This is an optimization exercise on Yosys and OpenROAD, whose aim is small area, a short achievable clock period and few clock cycles per item, not a production implementation. RTL that was checked went through simulation tests only; none was proved equivalent to the original.

==> module priority_semaphore_bank_top, before the edit <==
module priority_semaphore_bank_top (
    input  logic         aclk,
    input  logic         aresetn,
    input  logic         s_tvalid,
    output logic         s_tready,
    input  logic [47:0]  s_tdata,
    output logic         m_tvalid,
    input  logic         m_tready,
    output logic [15:0]  m_tdata,
    input  logic         cfg_valid,
    output logic         cfg_ready,
    input  logic [0:0]   cfg_index,
    input  logic [63:0]  cfg_data
);
    typedef struct packed {
        logic [2:0] sem;
        logic [4:0] pidx;
        logic       op_wait;
        logic       op_block;
        logic       op_sig;
        logic       op_res;
    } req_t;
    logic       r_vld, x_vld, o0_vld, o1_vld;
    req_t       r_req, x_req, s_req;
    logic [8:0] o0, o1, rsp;
    logic       s_fire, x_fire, r_move, o_pop;
    logic       r_vld_n, x_vld_n, o0_vld_n, o1_vld_n, r_move_n;
    logic [7:0] bank_n, bank_sel;
    logic [3:0] x_plo;            
    logic [7:0] x_phi;
    logic [1:0] mode;
    logic [5:0] prio;
    logic       prio_ok, tmo_nz;
    logic [1:0] status;
    logic       rel_valid;
    logic [5:0] rel_prio;
    assign mode    = s_tdata[1:0];
    assign prio    = s_tdata[10:5];
    assign tmo_nz  = |s_tdata[42:11];
    assign prio_ok = (prio != 6'd0) && (prio <= 6'd32);
    assign s_req.sem      = s_tdata[4:2];
    assign s_req.pidx     = prio[4:0] - 5'd1;
    assign s_req.op_wait  = (mode == 2'd0);
    assign s_req.op_block = (mode == 2'd0) && tmo_nz && prio_ok;
    assign s_req.op_sig   = (mode == 2'd1);
    assign s_req.op_res   = (mode == 2'd2) && prio_ok;
    assign cfg_ready = 1'b1;
    assign x_fire   = x_vld && !o1_vld;
    assign r_move   = r_vld && (!x_vld || x_fire);
    assign s_tready = !r_vld || !x_vld || x_fire;
    assign s_fire   = s_tvalid && s_tready;
    assign o_pop    = o0_vld && m_tready;
    always_comb begin
        if (!aresetn) begin
            r_vld_n  = 1'b0;
            x_vld_n  = 1'b0;
            o0_vld_n = 1'b0;
            o1_vld_n = 1'b0;
        end else begin
            r_vld_n = s_fire || (r_vld && !r_move);
            x_vld_n = r_move || (x_vld && !x_fire);
            if (!o0_vld || o_pop) begin
                o0_vld_n = o1_vld || x_fire;
                o1_vld_n = 1'b0;
            end else begin
                o0_vld_n = o0_vld;
                o1_vld_n = o1_vld || x_fire;
            end
        end
        r_move_n = r_vld_n && (!x_vld_n || !o1_vld_n);
        bank_n   = 8'd1 << (r_move_n ? (s_fire ? s_req.sem : r_req.sem) :
                                       (r_move ? r_req.sem : x_req.sem));
    end
    always_ff @(posedge aclk) begin
        r_vld    <= r_vld_n;
        x_vld    <= x_vld_n;
        o0_vld   <= o0_vld_n;
        o1_vld   <= o1_vld_n;
        bank_sel <= bank_n;
    end
    assign rsp = {rel_prio, rel_valid, status};
    always_ff @(posedge aclk) begin
        if (s_fire) r_req <= s_req;
        if (r_move) begin
            x_req <= r_req;
            x_plo <= 4'd1 << r_req.pidx[1:0];
            x_phi <= 8'd1 << r_req.pidx[4:2];
        end
        if (!o0_vld || o_pop) begin
            o0 <= o1_vld ? o1 : rsp;
        end else if (!o1_vld) begin
            o1 <= rsp;
        end
    end
    psb_core u_core (
        .aclk       (aclk),
        .aresetn    (aresetn),
        .cfg_mask   (cfg_valid && (cfg_index == 1'b0)),
        .cfg_counts (cfg_valid && (cfg_index == 1'b1)),
        .cfg_data   (cfg_data),
        .rd_sem     (r_req.sem),
        .rd_bank    (bank_sel),
        .ex_fire    (x_fire),
        .sem        (x_req.sem),
        .plo        (x_plo),
        .phi        (x_phi),
        .op_wait    (x_req.op_wait),
        .op_block   (x_req.op_block),
        .op_sig     (x_req.op_sig),
        .op_res     (x_req.op_res),
        .status     (status),
        .rel_valid  (rel_valid),
        .rel_prio   (rel_prio)
    );
    assign m_tvalid = o0_vld;
    assign m_tdata  = {7'd0, o0};
endmodule
==> flow/config.mk <==
export PLATFORM = sky130hd
export DESIGN_NAME = priority_semaphore_bank_top
export DESIGN_NICKNAME = priority_semaphore_bank_top
export VERILOG_FILES = /design/flow/design.v
export SDC_FILE = /design/flow/constraint.sdc
export NUM_CORES = 4
export LEC_CHECK = 0
export CAP_MARGIN = 20
export CORE_MARGIN = 2
export CORE_UTILIZATION = 40
export CTS_BUF_LIST = sky130_fd_sc_hd__clkbuf_8
export CTS_CLUSTER_DIAMETER = 80
export CTS_CLUSTER_SIZE = 16
export SETUP_SLACK_MARGIN = 2.5
export SLEW_MARGIN = 20
==> flow/constraint.sdc <==
create_clock -name core_clock -period 5.0 [get_ports {aclk}]
set_input_delay 1.0000 -clock core_clock [delete_from_list [all_inputs] [get_ports {aclk}]]
set_output_delay 1.0000 -clock core_clock [all_outputs]
set_load 0.01 [all_outputs]
standard.sh (not shown) runs the stock make flow with config.mk's settings and CLKGATE_MAP_FILE= SYNTH_SCRIPT=/design/flow/synth_recipe.tcl, a recipe that flattens the netlist after the stock synthesis.
==> flow/flow/run.sh <==
#!/bin/bash
# Own layout flow: the standard ORFS flow (standard.sh: the unchanged
# synthesis script and registers, the design's clock and constraints), with
# one setting added on the make command line: the port buffers that
# buffer_ports inserts on every input and output are sky130_fd_sc_hd__buf_2.
# make's output goes to standard.log in the work folder; ORFS writes each
# step's tool log under orfs/logs/.
set -euo pipefail
cd "$(dirname "$0")/.."
bash standard.sh "BUFFER_PORTS_ARGS=-buffer_cell sky130_fd_sc_hd__buf_2" finish > standard.log 2>&1
Testbench counts at the start, summed over its fixed seeds: cycles 19,296, items 19,200.
==> next run, changes <==
--- a/flow/design.v
+++ b/flow/design.v
@@ -250,9 +250,9 @@
     req_t       r_req, x_req, s_req;
     logic [8:0] o0, o1, rsp;
     logic       s_fire, x_fire, r_move, o_pop;
     logic       r_vld_n, x_vld_n, o0_vld_n, o1_vld_n, r_move_n;
-    logic [7:0] bank_n, bank_sel;
+    logic [2:0] bank_n, bank_sem;
     logic [3:0] x_plo;            
     logic [7:0] x_phi;
     logic [1:0] mode;
     logic [5:0] prio;
@@ -293,17 +293,17 @@
                 o1_vld_n = o1_vld || x_fire;
             end
         end
         r_move_n = r_vld_n && (!x_vld_n || !o1_vld_n);
-        bank_n   = 8'd1 << (r_move_n ? (s_fire ? s_req.sem : r_req.sem) :
-                                       (r_move ? r_req.sem : x_req.sem));
+        bank_n   = r_move_n ? (s_fire ? s_req.sem : r_req.sem) :
+                              (r_move ? r_req.sem : x_req.sem);
     end
     always_ff @(posedge aclk) begin
         r_vld    <= r_vld_n;
         x_vld    <= x_vld_n;
         o0_vld   <= o0_vld_n;
         o1_vld   <= o1_vld_n;
-        bank_sel <= bank_n;
+        bank_sem <= bank_n;
     end
     assign rsp = {rel_prio, rel_valid, status};
     always_ff @(posedge aclk) begin
         if (s_fire) r_req <= s_req;
@@ -324,9 +324,9 @@
         .cfg_mask   (cfg_valid && (cfg_index == 1'b0)),
         .cfg_counts (cfg_valid && (cfg_index == 1'b1)),
         .cfg_data   (cfg_data),
         .rd_sem     (r_req.sem),
-        .rd_bank    (bank_sel),
+        .rd_bank    (8'd1 << bank_sem),
         .ex_fire    (x_fire),
         .sem        (x_req.sem),
         .plo        (x_plo),
         .phi        (x_phi),
What happened:
- routed wire length increases by roughly a tenth
- cell count increases slightly
- critical path depth is higher by 4
- sequential share of layout area fell by 2.4 points
- cell area came out higher by a few percent
- hold slack is better by 10 ps
No functional check of the RTL was part of the second run of this note.

* * *

The RTL this note starts from:
==> flow/design.v <==
package psb_pkg;
    localparam int NUM_SEM    = 8;
    localparam int MAX_TASKS  = 32;
    localparam int CNT_W      = 16;
    localparam int S_TDATA_W  = 48;
    localparam int M_TDATA_W  = 16;
    localparam int CFG_DATA_W = 64;
    localparam logic [1:0] ST_OK      = 2'd0;
    localparam logic [1:0] ST_BLOCKED = 2'd1;
    localparam logic [1:0] ST_REFUSED = 2'd2;
    localparam logic [1:0] ST_TIMEOUT = 2'd3;
endpackage
module psb_prienc (
    input  logic [31:0] vec,
    output logic [31:0] drop,
    output logic [5:0]  prio,
    output logic        two
);
    logic [31:0] above;    
    logic [31:0] top;
    always_comb begin
        above[31] = 1'b0;
        for (int i = 30; i >= 0; i--) begin
            above[i] = above[i+1] | vec[i+1];
        end
        drop = vec & above;
        top  = vec & ~above;
        prio = '0;
        for (int i = 0; i < 32; i++) begin
            prio = prio | ({6{top[i]}} & 6'(i + 1));
        end
        two = |drop;
    end
endmodule
module psb_core (
    input  logic        aclk,
    input  logic        aresetn,
    input  logic        cfg_mask,     
    input  logic        cfg_counts,   
    input  logic [63:0] cfg_data,
    input  logic        rd_load,      
    input  logic [2:0]  rd_sem,
    input  logic        ex_fire,
    input  logic [2:0]  sem,
    input  logic [4:0]  pidx,
    input  logic        op_wait,      
    input  logic        op_block,     
    input  logic        op_sig,       
    input  logic        op_res,       
    output logic [1:0]  status,
    output logic        rel_valid,
    output logic [5:0]  rel_prio
);
    logic [7:0]  cmask_reg;
    logic [15:0] cnt_reg  [8];
    logic [31:0] mask_reg [8];
    logic [15:0] c;
    logic [31:0] b;
    logic        z, full, any, cm;
    logic [15:0] rc;
    logic [31:0] rb;
    logic [16:0] lz, lo;      
    logic        eq1, eqfe;
    logic [31:0] pbit;
    logic        hit;         
    logic [31:0] drop;
    logic [5:0]  top_prio;
    logic        two;
    logic        dec, inc, blk;
    logic [15:0] cnt_new;
    logic [31:0] mask_new;
    logic        z_new, full_new, any_new;
    logic        keep;
    logic [15:0] cnt_base;
    logic [31:0] mask_wd;
    logic        fwd;
    always_ff @(posedge aclk) begin
        if (!aresetn) begin
            cmask_reg <= '0;
        end else if (cfg_mask) begin
            cmask_reg <= cfg_data[7:0];
        end
    end
    always_comb begin
        lz[0] = 1'b1;
        lo[0] = 1'b1;
        for (int i = 0; i < 16; i++) begin
            lz[i+1] = lz[i] & ~c[i];
            lo[i+1] = lo[i] & c[i];
        end
    end
    assign eq1  = c[0] & (c[15:1] == 15'd0);
    assign eqfe = ~c[0] & (c[15:1] == 15'h7FFF);
    always_comb begin
        for (int i = 0; i < 32; i++) pbit[i] = (pidx == 5'(i));
    end
    assign hit = |(b & pbit);
    psb_prienc u_prienc (
        .vec  (b),
        .drop (drop),
        .prio (top_prio),
        .two  (two)
    );
    assign dec     = op_wait & ~z;
    assign inc     = op_sig & ~any & (cm ? ~full : z);
    assign blk     = op_block & z;
    assign cnt_new = c ^ (({16{dec}} & lz[15:0]) | ({16{inc}} & lo[15:0]));
    always_comb begin
        mask_new = b;
        if (op_sig)      mask_new = drop;
        else if (op_res) mask_new = b & ~pbit;
        else if (blk)    mask_new = b | pbit;
    end
    assign z_new    = dec ? eq1 : (z & ~inc);
    assign full_new = inc ? eqfe : (full & ~dec);
    assign any_new  = op_sig ? two :
                      op_res ? (two | (any & ~hit)) :
                      (any | blk);
    always_comb begin
        status = psb_pkg::ST_REFUSED;
        if (op_wait) begin
            if (!z)            status = psb_pkg::ST_OK;
            else if (op_block) status = psb_pkg::ST_BLOCKED;
        end else if (op_sig) begin
            if (any | inc)     status = psb_pkg::ST_OK;
        end else if (op_res) begin
            status = hit ? psb_pkg::ST_TIMEOUT : psb_pkg::ST_OK;
        end
    end
    assign rel_valid = op_sig & any;
    assign rel_prio  = op_sig ? top_prio : 6'd0;
    assign keep     = aresetn & ~cfg_counts;
    assign cnt_base = cnt_new & {16{keep}};
    assign mask_wd  = mask_new & {32{keep}};
    for (genvar s = 0; s < 8; s++) begin : g_sem
        logic        we;
        logic [7:0]  bt;
        logic [15:0] cw;
        assign bt = cfg_data[8*s +: 8];
        assign we = ~aresetn | cfg_counts | (ex_fire & (sem == 3'(s)));
        assign cw[15:8] = cnt_base[15:8];
        assign cw[7:0]  = cfg_counts ?
                          {bt[7:1] & {7{cmask_reg[s]}}, cmask_reg[s] ? bt[0] : (bt != 8'd0)} :
                          cnt_base[7:0];
        always_ff @(posedge aclk) begin
            if (we) begin
                cnt_reg[s]  <= cw;
                mask_reg[s] <= mask_wd;
            end
        end
    end
    assign fwd = ex_fire & (rd_sem == sem);
    assign rc  = cnt_reg[rd_sem];
    assign rb  = mask_reg[rd_sem];
    always_ff @(posedge aclk) begin
        if (rd_load) begin
            if (fwd) begin
                c    <= cnt_new;
                b    <= mask_new;
                z    <= z_new;
                full <= full_new;
                any  <= any_new;
            end else begin
                c    <= rc;
                b    <= rb;
                z    <= (rc == 16'd0);
                full <= (rc == 16'hFFFF);
                any  <= (rb != 32'd0);
            end
            cm <= cmask_reg[rd_sem];
        end
    end
endmodule
module priority_semaphore_bank_top (
    input  logic         aclk,
    input  logic         aresetn,
    input  logic         s_tvalid,
    output logic         s_tready,
    input  logic [47:0]  s_tdata,
    output logic         m_tvalid,
    input  logic         m_tready,
    output logic [15:0]  m_tdata,
    input  logic         cfg_valid,
    output logic         cfg_ready,
    input  logic [0:0]   cfg_index,
    input  logic [63:0]  cfg_data
);
    typedef struct packed {
        logic [2:0] sem;
        logic [4:0] pidx;
        logic       op_wait;
        logic       op_block;
        logic       op_sig;
        logic       op_res;
    } req_t;
    logic       r_vld, x_vld, o0_vld, o1_vld;
    req_t       r_req, x_req, s_req;
    logic [8:0] o0, o1, rsp;
    logic       s_fire, x_fire, r_move, o_pop;
    logic [1:0] mode;
    logic [5:0] prio;
    logic       prio_ok, tmo_nz;
    logic [1:0] status;
    logic       rel_valid;
    logic [5:0] rel_prio;
    assign mode    = s_tdata[1:0];
    assign prio    = s_tdata[10:5];
    assign tmo_nz  = |s_tdata[42:11];
    assign prio_ok = (prio != 6'd0) && (prio <= 6'd32);
    assign s_req.sem      = s_tdata[4:2];
    assign s_req.pidx     = prio[4:0] - 5'd1;
    assign s_req.op_wait  = (mode == 2'd0);
    assign s_req.op_block = (mode == 2'd0) && tmo_nz && prio_ok;
    assign s_req.op_sig   = (mode == 2'd1);
    assign s_req.op_res   = (mode == 2'd2) && prio_ok;
    assign cfg_ready = 1'b1;
    assign x_fire   = x_vld && !o1_vld;
    assign r_move   = r_vld && (!x_vld || x_fire);
    assign s_tready = !r_vld || !x_vld || x_fire;
    assign s_fire   = s_tvalid && s_tready;
    assign o_pop    = o0_vld && m_tready;
    always_ff @(posedge aclk) begin
        if (!aresetn) begin
            r_vld  <= 1'b0;
            x_vld  <= 1'b0;
            o0_vld <= 1'b0;
            o1_vld <= 1'b0;
        end else begin
            r_vld <= s_fire || (r_vld && !r_move);
            x_vld <= r_move || (x_vld && !x_fire);
            if (!o0_vld || o_pop) begin
                o0_vld <= o1_vld || x_fire;
                o1_vld <= 1'b0;
            end else begin
                o1_vld <= o1_vld || x_fire;
            end
        end
    end
    assign rsp = {rel_prio, rel_valid, status};
    always_ff @(posedge aclk) begin
        if (s_fire) r_req <= s_req;
        if (r_move) x_req <= r_req;
        if (!o0_vld || o_pop) begin
            o0 <= o1_vld ? o1 : rsp;
        end else if (!o1_vld) begin
            o1 <= rsp;
        end
    end
    psb_core u_core (
        .aclk       (aclk),
        .aresetn    (aresetn),
        .cfg_mask   (cfg_valid && (cfg_index == 1'b0)),
        .cfg_counts (cfg_valid && (cfg_index == 1'b1)),
        .cfg_data   (cfg_data),
        .rd_load    (r_move),
        .rd_sem     (r_req.sem),
        .ex_fire    (x_fire),
        .sem        (x_req.sem),
        .pidx       (x_req.pidx),
        .op_wait    (x_req.op_wait),
        .op_block   (x_req.op_block),
        .op_sig     (x_req.op_sig),
        .op_res     (x_req.op_res),
        .status     (status),
        .rel_valid  (rel_valid),
        .rel_prio   (rel_prio)
    );
    assign m_tvalid = o0_vld;
    assign m_tdata  = {7'd0, o0};
endmodule
Settings: LEC_CHECK=0, CAP_MARGIN=20, CORE_MARGIN=2, CORE_UTILIZATION=40, SETUP_SLACK_MARGIN=3.0, SLEW_MARGIN=20; clock period 5.0 ns.
run.sh (not shown) runs the stock make flow with config.mk's settings and CLKGATE_MAP_FILE= SYNTH_SCRIPT=/design/flow/synth_recipe.tcl, a recipe that flattens the netlist after the stock synthesis.
Stock flow here: none of the scripts above is used.
Then changed:
--- a/flow/design.v
+++ b/flow/design.v
@@ -37,13 +37,13 @@
     input  logic        aresetn,
     input  logic        cfg_mask,     
     input  logic        cfg_counts,   
     input  logic [63:0] cfg_data,
     input  logic        rd_load,      
-    input  logic [2:0]  rd_sem,
+    input  logic [7:0]  rd_sel,       
     input  logic        ex_fire,
-    input  logic [2:0]  sem,
+    input  logic [7:0]  sel,          
     input  logic [4:0]  pidx,
     input  logic        op_wait,      
     input  logic        op_block,     
     input  logic        op_sig,       
     input  logic        op_res,       
@@ -72,10 +72,11 @@
     logic        z_new, full_new, any_new;
     logic        keep;
     logic [15:0] cnt_base;
     logic [31:0] mask_wd;
     logic        fwd;
+    logic        rcm;
     always_ff @(posedge aclk) begin
         if (!aresetn) begin
             cmask_reg <= '0;
         end else if (cfg_mask) begin
             cmask_reg <= cfg_data[7:0];
@@ -135,11 +136,11 @@
     for (genvar s = 0; s < 8; s++) begin : g_sem
         logic        we;
         logic [7:0]  bt;
         logic [15:0] cw;
         assign bt = cfg_data[8*s +: 8];
-        assign we = ~aresetn | cfg_counts | (ex_fire & (sem == 3'(s)));
+        assign we = ~aresetn | cfg_counts | (ex_fire & sel[s]);
         assign cw[15:8] = cnt_base[15:8];
         assign cw[7:0]  = cfg_counts ?
                           {bt[7:1] & {7{cmask_reg[s]}}, cmask_reg[s] ? bt[0] : (bt != 8'd0)} :
                           cnt_base[7:0];
         always_ff @(posedge aclk) begin
@@ -147,13 +148,21 @@
                 cnt_reg[s]  <= cw;
                 mask_reg[s] <= mask_wd;
             end
         end
     end
-    assign fwd = ex_fire & (rd_sem == sem);
-    assign rc  = cnt_reg[rd_sem];
-    assign rb  = mask_reg[rd_sem];
+    assign fwd = ex_fire & ((rd_sel & sel) != 8'd0);
+    always_comb begin
+        rc  = '0;
+        rb  = '0;
+        rcm = 1'b0;
+        for (int s = 0; s < 8; s++) begin
+            rc  = rc  | (cnt_reg[s]  & {16{rd_sel[s]}});
+            rb  = rb  | (mask_reg[s] & {32{rd_sel[s]}});
+            rcm = rcm | (cmask_reg[s] & rd_sel[s]);
+        end
+    end
     always_ff @(posedge aclk) begin
         if (rd_load) begin
             if (fwd) begin
                 c    <= cnt_new;
                 b    <= mask_new;
@@ -165,11 +174,11 @@
                 b    <= rb;
                 z    <= (rc == 16'd0);
                 full <= (rc == 16'hFFFF);
                 any  <= (rb != 32'd0);
             end
-            cm <= cmask_reg[rd_sem];
+            cm <= rcm;
         end
     end
 endmodule
 module priority_semaphore_bank_top (
     input  logic         aclk,
@@ -184,11 +193,11 @@
     output logic         cfg_ready,
     input  logic [0:0]   cfg_index,
     input  logic [63:0]  cfg_data
 );
     typedef struct packed {
-        logic [2:0] sem;
+        logic [7:0] sel;
         logic [4:0] pidx;
         logic       op_wait;
         logic       op_block;
         logic       op_sig;
         logic       op_res;
@@ -205,11 +214,11 @@
     logic [5:0] rel_prio;
     assign mode    = s_tdata[1:0];
     assign prio    = s_tdata[10:5];
     assign tmo_nz  = |s_tdata[42:11];
     assign prio_ok = (prio != 6'd0) && (prio <= 6'd32);
-    assign s_req.sem      = s_tdata[4:2];
+    assign s_req.sel      = 8'd1 << s_tdata[4:2];
     assign s_req.pidx     = prio[4:0] - 5'd1;
     assign s_req.op_wait  = (mode == 2'd0);
     assign s_req.op_block = (mode == 2'd0) && tmo_nz && prio_ok;
     assign s_req.op_sig   = (mode == 2'd1);
     assign s_req.op_res   = (mode == 2'd2) && prio_ok;
@@ -251,13 +260,13 @@
         .aresetn    (aresetn),
         .cfg_mask   (cfg_valid && (cfg_index == 1'b0)),
         .cfg_counts (cfg_valid && (cfg_index == 1'b1)),
         .cfg_data   (cfg_data),
         .rd_load    (r_move),
-        .rd_sem     (r_req.sem),
+        .rd_sel     (r_req.sel),
         .ex_fire    (x_fire),
-        .sem        (x_req.sem),
+        .sel        (x_req.sel),
         .pidx       (x_req.pidx),
         .op_wait    (x_req.op_wait),
         .op_block   (x_req.op_block),
         .op_sig     (x_req.op_sig),
         .op_res     (x_req.op_res),
Result: Die area drops by 4.2%; worst hold slack gets better by 0.0079 ns; via count climbs by 3.3%; synthesized cell count fell by 3.2%; global-route usage came out higher by 2.3 points; final cell count came out lower by 4.0%; wire length grows by 6.0%.
Function was not checked in any run of this note: the RTL went through the layout flow alone.

-- afterwards: timing with drivers on the ports --
No port has a modelled driver above. Below, the same layouts with a new extraction and two added sets of constraints.
Step 1: set_driving_cell puts a clkbuf_16 on aclk and a buf_2 on each other input, an assumption about the parent block.
Step 2 adds t to the input delays and takes it off the output delays; t is the mean of the earliest and latest rising clock arrival at the registers after step 1. Input paths then give back, and output paths get back, about the clock's delay inside the block.
Slacks: ideal / step 1 / step 2; pairs: ideal / step 1.
run	t, ns	slack for setup (ns)	worst register clock-pin slew, ns
the first run of note 1	0.672	2.563 / 2.509 / 2.003	0.11 / 0.11
the second run of note 1	0.673	2.480 / 2.458 / 1.873	0.11 / 0.11
the first run of note 2	0.663	2.311 / 2.311 / 2.311	0.07 / 0.07
the second run of note 2	0.661	2.135 / 2.135 / 2.135	0.07 / 0.07
After both steps every run listed still meets setup and hold. For the second run of note 1, which loses most, drivers alone change the setup slack by -0.022 ns; drivers and shift together by -0.607 ns.
